This is an optimization exercise on Yosys and OpenROAD, whose aim is small area and a short achievable clock period, not a production implementation. Function was checked by simulation only, so behaviour that the tests miss may differ from the original. Power is estimated from default activity; no workload was simulated.

run A:
## param_stack
module param_stack #(
  parameter int DATA_W = stack_pkg::DATA_W_DEF,
  parameter int DEPTH  = stack_pkg::DEPTH_DEF,
  parameter int PTR_W  = 8
) (
  input  logic              clk,
  input  logic              rst,
  input  logic              push,
  input  logic              pop,
  input  logic              tos,
  input  logic              clr_err,
  input  logic [DATA_W-1:0] d_in,
  output logic [DATA_W-1:0] d_out,
  output logic              d_out_vld,
  output logic [PTR_W:0]    count,
  output logic              empty,
  output logic              full,
  output logic              overflow,
  output logic              underflow
);
  logic [8:0]       cnt_q;
  logic             empty_q, full_q;
  logic [7:0]       dout_q;
  logic             vld_q, ovf_q, unf_q;
  logic [15:0][7:0] cache_q;
  logic [15:0]      sv_q;       
  logic [15:0]      sd_q;       
  logic [2:0]       ph_q;       
  logic [1:0]       wbg_q;      
  logic [1:0]       ldg_q;      
  logic [1:0][3:0]  hi_q;       
  logic [1:0][7:0]  wb_data;
  logic [7:0]       rd_data0, rd_data1;
  logic       inc, dec, repl, rd;
  logic [3:0]       sa;
  logic [15:0]      oh_a, oh_b;    
  logic [15:0][7:0] cache_top;     
  assign sa = cnt_q[3:0];
  always_comb begin
    for (int s = 0; s < 16; s++) begin
      oh_a[s]      = (sa == 4'(s));
      oh_b[s]      = (sa == 4'(s + 1));
      cache_top[s] = cache_q[(s + 15) % 16];
    end
  end
  assign inc  = push && !full_q && (!pop || empty_q);
  assign dec  = pop && !push && !empty_q;
  assign repl = push && pop && !empty_q;
  assign rd   = !empty_q && (pop || (tos && !push));
  logic [2:0] ph_n;
  assign ph_n = ph_q + 3'd1;
  logic [1:0][3:0] hi_d;
  logic [1:0]      evt_d;
  always_comb begin
    for (int p = 0; p < 2; p++) begin
      logic [3:0] s;
      s = {p[0], ph_n};
      hi_d[p]  = (s < cnt_q[3:0]) ? cnt_q[7:4] : cnt_q[7:4] - 4'd1;
      evt_d[p] = (inc && oh_a[s]) || ((dec || repl) && oh_b[s]);
    end
  end
  logic [1:0] wb_go, ld_go, wbg_d, ldg_d;
  always_comb begin
    for (int p = 0; p < 2; p++) begin
  ...
For scale: roughly 4800 cells after synthesis, roughly 2200 flip-flops, roughly 36 I/O pins, about 58000 um2 of cells after synthesis.
clock: 4.5 ns
lec_check: 0
abc_area: 1
cap_margin: 20
core_margin: 2
core_utilization: 70
cts_cluster_diameter: 60
cts_cluster_size: 25
setup_slack_margin: 2.35
slew_margin: 20
run.sh (not shown) runs the stock make flow with config.mk's settings and CLKGATE_MAP_FILE= SYNTH_SCRIPT=/design/flow/synth_recipe.tcl, a recipe that flattens the netlist after the stock synthesis.
Run A: PASS, flow complete, no timing, DRC or antenna violations
For run B, these inputs were changed with respect to run A:
- ABC_AREA removed (was 1)
- CTS_CLUSTER_DIAMETER changed from 60 to 100
Findings:
- Of run B and run A, it is run B that has the lower overall routed net length.
- On worst setup slack, run B does worse than run A.
- Run B vs run A: sequential cell area fraction in the yosys report down
Inputs modified between run B and run C:
- PLACE_DENSITY: unset -> 0.85
- ABC_AREA: unset -> 1
--- outcome ---
- Run C vs run B, endpoint of the most critical setup path: u_ram.ring_q[68] vs cache_q[57]
- Diff run B -> run C: number of standard cells after synthesis higher, routed wire length saw an increase, fraction of synthesized cell area in xor and xnor cells held, number of vias per cell has increased.
- Changes observed in run C relative to run B: layout clock buffer count saw a decrease, non-clock buffer count saw a decrease, synthesized area saw little to no change.
- Run C ended up with a higher part of the total power dissipated in combinational logic than run B did.
- Every stage of the flow completed for run C, and the final layout passed the timing, DRC and antenna checks.
Changes in run D relative to run C:
- swapping 25 for 35 in CTS_CLUSTER_SIZE
- clearing PLACE_DENSITY, which used to be 0.85
- swapping 100 for 60 in CTS_CLUSTER_DIAMETER
### Flow results
Lower switching power share of the total goes to run C over run D. The initial antenna violation count in run D was higher than what run C gave. Comparing run D against run C, there is no change at all in number of distinct standard cells referenced by the synthesized netlist. In the tables for run C and run D, final cell count reads higher with run D. Measured against run D, the global-route wire length before repair of run C comes out at 1.10 times the reference value. Row relative contribution of combinational cells to total power: run D lower / run C higher. After detailed routing, run C needs more wire than run D.
> inputs changed (run D -> run E)
- CTS_CLUSTER_SIZE: 35 -> 25
- CTS_CLUSTER_DIAMETER: 60 -> 100
Results
Summary of run E over run D: total area of multi-input combinational cells decreased 0.40%; synthesized area shows no meaningful change; first-iteration DRC count moved down; post-layout instance count excluding filler cells moved down.
### run E -> run F
- SETUP_SLACK_MARGIN: 2.35 -> 2.5
Comparing run E and run F, the higher combinational group share of total power was measured on run F. Comparing run E and run F, the higher total met2 wirelength after detailed routing was measured on run F. [diff] placement-stage worst setup slack, run F relative to run E: regression. When run F is set beside run E, its global-route usage turns out to be 1.7 points larger. Compare run E and run F | clock group share of total power lower: run F. There was hardly any difference in footprint of the flip-flops and latches between run E and run F. Compared with run E, run F degrades routed wire length. Run F ends up with lower count of clock-buffer cells in the layout than run E does. Summary of run F over run E: finished layout cell area went up; post-route total power saw an increase.

==> afterwards: timing with drivers on the ports <==
In the flow no input, the clock included, has a driving cell. The finished layouts below were timed again as built, in two steps. Step 1 (the two cells are an assumption about what drives the block):
set clk [get_ports {clk}]
set_driving_cell -lib_cell sky130_fd_sc_hd__clkbuf_16 $clk
set_driving_cell -lib_cell sky130_fd_sc_hd__buf_2 [delete_from_list [all_inputs] $clk]
Step 2 adds t to the input delays and takes it off the output delays; t is the mean of the earliest and latest rising clock arrival at the registers after step 1. Input paths then give back, and output paths get back, about the clock's delay inside the block. a / b / c = ideal ports / drivers / drivers and shift; a / b = the first two.
| run | shift t [ns] | setup slack, ns | worst setup path after step 2 |
|---|---|---|---|
| run A | 0.760 | 2.290 / 2.249 / 1.630 | input to register |
| run B | 0.758 | 2.160 / 2.160 / 1.650 | input to register |
| run C | 0.768 | 2.166 / 2.166 / 1.582 | input to register |
| run D | 0.762 | 2.276 / 2.243 / 1.635 | input to register |
| run E | 0.762 | 2.254 / 2.188 / 1.639 | input to register |
| run F | 0.739 | 2.277 / 2.213 / 1.665 | input to register |
After both steps every run listed still meets setup and hold. The setup slack of run A, which loses most, moves by -0.041 ns with the drivers and by -0.660 ns with both steps.
